Source: an optimization exercise on an open RTL-to-GDS flow (aim: small area, a short achievable clock period and few clock cycles). Production flows keep margins and buffers that such runs may drop.

// rational_arithmetic_unit
module rational_arithmetic_unit
#(
	parameter int OPERAND_WIDTH = 32
) (
	input  logic                            clk,
	input  logic                            arst_n,
	input  logic                            in_valid,
	output logic                            in_stall,
	input  logic [2:0]                      operation,
	input  logic signed [OPERAND_WIDTH-1:0] a_num,
	input  logic signed [OPERAND_WIDTH-1:0] a_den,
	input  logic signed [OPERAND_WIDTH-1:0] b_num,
	input  logic signed [OPERAND_WIDTH-1:0] b_den,
	output logic                            out_valid,
	input  logic                            out_stall,
	output logic signed [OPERAND_WIDTH-1:0] res_num,
	output logic signed [OPERAND_WIDTH-1:0] res_den,
	output logic                            is_equal,
	output logic [1:0]                      status
);
Size in the first run: about 7300 cells after synthesis, about 310 flip-flops, roughly 200 I/O pins.
Settings: LEC_CHECK=0, CAP_MARGIN=20, CORE_MARGIN=2, CORE_UTILIZATION=25, PLACE_DENSITY=0.45, SLEW_MARGIN=20, TNS_END_PERCENT=5, SETUP_SLACK_MARGIN=9.5; clock period 15.0 ns.
standard.sh (not shown) runs the stock make flow with config.mk's settings and CLKGATE_MAP_FILE= SYNTH_SCRIPT=/design/flow/synth_recipe.tcl, a recipe that flattens the netlist after the stock synthesis.
==> flow/flow/run.sh <==
#!/bin/bash
set -euo pipefail
MARGIN=$(cat flow/margin.txt)
printf 'export SETUP_SLACK_MARGIN = %s\n' "$MARGIN" >> config.mk
bash standard.sh > standard_flow.log 2>&1
==> flow/flow/margin.txt <==
9.5
The first run ran to the end with no violations.
Then changed:
--- a/flow/design.v
+++ b/flow/design.v
@@ -35,13 +35,12 @@
 	output logic signed [OPERAND_WIDTH-1:0] res_den,
 	output logic                            is_equal,
 	output logic [1:0]                      status
 );
 	logic st_idle, st_triv, st_mul1, st_comb, st_mul2, st_gcd, st_sum, st_fin;
 	logic stall_q, ov_q;
-	logic mmu_q, mmv_q;                  
 	logic [2:0]  op_q;
 	logic [31:0] r0_q, r1_q, r2_q, r3_q;  
 	logic        zst_q;                  
 	logic        same_q;                 
 	logic [7:0]  pos_q, t2_q;            
 	logic        first_q;                
@@ -120,16 +119,17 @@
 		p_wan  = wide(a_num);
 		p_wad  = wide(a_den);
 		p_wbn  = wide(b_num);
 		p_wbd  = wide(b_den);
 		p_wu   = p_mul ? p_wbn : p_wbd;     
 		p_wv   = p_mul ? p_wbd : p_wbn;
-		p_swu  = 1'b0;
+		p_swu  = (p_mul || p_div) && ((p_wu & ~p_wan) != 4'd0);
 		p_same = p_add && (a_den == b_den);
-		p_swv  = p_same;
-		p_t1   = (p_norm || p_same) ? 8'h01 : top_pos(p_wu | p_wv);
+		p_swv  = p_same || ((p_mul || p_div) && ((p_wv & ~p_wad) != 4'd0));
+		p_t1   = (p_norm || p_same) ? 8'h01 : (p_mul || p_div) ?
+			top_pos((p_wan & p_wu) | (p_wad & p_wv)) : top_pos(p_wu | p_wv);
 		p_t2   = p_same ? 8'h01 : top_pos(p_wbd);
 		p_mplu = p_swu ? a_num : p_mul ? b_num : b_den;
 		p_mplv = p_swv ? a_den : p_mul ? b_den : b_num;
 		p_r0   = p_inv ? a_den : !p_swu ? a_num : p_mul ? b_num : b_den;
 		p_r1   = p_inv ? a_num : !p_swv ? a_den : p_mul ? b_den : b_num;
 		p_r2   = p_mplu;
@@ -158,14 +158,14 @@
 	logic        mm_u, mm_v, comb_add, s_un, s_vn;
 	logic [2:0]  hu, lu, hv, lv;         
 	logic [63:0] mh_u, ml_u, mh_v, ml_v, a_u, b_u, c_u, a_v, b_v, c_v;
 	logic [63:0] cs_u, cc_u, cs_v, cc_v, x_u, y_u, x_v, y_v;
 	logic [64:0] su, sv;
 	always_comb begin
-		mm_u = mmu_q;
-		mm_v = mmv_q;
+		mm_u = st_triv || st_mul1 || st_fin;
+		mm_v = st_triv || st_mul1 || st_mul2 || st_fin;
 		s_un = r0_q[31] ^ r2_q[31];
 		s_vn = r1_q[31] ^ r3_q[31] ^ is_sub;
 		comb_add = st_comb && cadd_q;
 		hu = booth(du_q[4:2]);
 		lu = booth(du_q[2:0]);
 		hv = booth(dv_q[4:2]);
@@ -197,30 +197,28 @@
 		x_v = mm_v ? cs_v : v_q;
 		y_v = mm_v ? cc_v : ~u_q;
 		su = {1'b0, x_u} + {1'b0, y_u} + {64'd0, mm_u ? lu[2] : !comb_add};
 		sv = {1'b0, x_v} + {1'b0, y_v} + {64'd0, mm_v ? lv[2] : 1'b1};
 	end
 	logic        u_odd, v_odd, uv_eq, u_zero, borrow, gcd_done;
-	logic [6:0]  dlow;
 	logic        both_odd, repl_u, repl_v, wr_u, wr_v, cof_u;
 	logic [2:0]  sh, sh_u, sh_v, za, zb, cof_sh;
 	logic [63:0] src_u, src_v, nu, nv;
 	always_comb begin
 		u_odd  = u_q[0];
 		v_odd  = v_q[0];
 		uv_eq  = (u_q == v_q);
 		u_zero = (u_q == 64'd0);
-		borrow = (u_q < v_q);
-		dlow   = u_q[6:0] - v_q[6:0];
+		borrow = !su[64];
 		gcd_done = u_zero || (u_odd && v_odd && uv_eq) || ovf_q;
 		both_odd = u_odd && v_odd;
 		repl_u = both_odd && !borrow;
 		repl_v = both_odd && borrow;
 		za     = u_odd ? 3'd0 : ctz7(u_q[6:0]);
 		zb     = v_odd ? 3'd0 : ctz7(v_q[6:0]);
-		sh     = ctz7(dlow);
+		sh     = ctz7(su[6:0]);
 		sh_u   = both_odd ? sh : za;
 		sh_v   = both_odd ? sh : zb;
 		wr_u   = both_odd ? repl_u : !u_odd;
 		wr_v   = both_odd ? repl_v : !v_odd;
 		cof_u  = both_odd ? repl_u : (za > zb);
 		cof_sh = both_odd ? sh : (za > zb) ? za - zb : zb - za;
@@ -320,17 +318,13 @@
 			st_mul2 <= 1'b0;
 			st_gcd  <= 1'b0;
 			st_sum  <= 1'b0;
 			st_fin  <= 1'b0;
 			ov_q    <= 1'b0;
 			stall_q <= 1'b0;
-			mmu_q   <= 1'b0;
-			mmv_q   <= 1'b0;
 		end else begin
-			mmu_q   <= n_triv || n_mul1 || n_fin;
-			mmv_q   <= n_triv || n_mul1 || n_mul2 || n_fin;
 			st_idle <= n_idle;
 			st_triv <= n_triv;
 			st_mul1 <= n_mul1;
 			st_comb <= n_comb;
 			st_mul2 <= n_mul2;
 			st_gcd  <= n_gcd;
- worst setup slack loses 0.47 ns
- cell count increases slightly
- synthesized area decreases slightly
- worst hold slack loses 0.019 ns
- routed wire length increases by a few percent
- utilization barely changes
- count of clock-buffer cells in the layout increases by 7
- register-to-register slack loses 0.41 ns
- non-clock buffer count increases by 23
- design area decreases slightly
- die area decreases slightly
No functional check of the RTL was part of any run of this note.

-- separate check: timing with driven ports --
In the flow no input, the clock included, has a driving cell. The finished layouts below were timed again as built, in two steps. Step 1: set_driving_cell puts a clkbuf_16 on clk and a buf_2 on each other input, an assumption about the parent block. Step 2 moves the port delays by t, midway between the first and last clock arrival at a register: inputs arrive t later, outputs are due t later. That takes back most of the time a late clock gives input paths. a / b / c = ideal / step 1 / step 2; a / b = the first two.
run | t (ns) | slack for setup (ns) | latest minus earliest clock arrival (ns) | worst slew at a driven data input, ns
the first run | 0.784 | 9.139 / 9.139 / 8.576 | 0.055 / 0.055 | 0.08
the second run | 0.761 | 8.667 / 8.692 / 7.931 | 0.069 / 0.068 | 0.09
After both steps setup and hold are still met in every run listed. For the second run, which loses most, drivers alone change the setup slack by +0.025 ns; drivers and shift together by -0.736 ns.
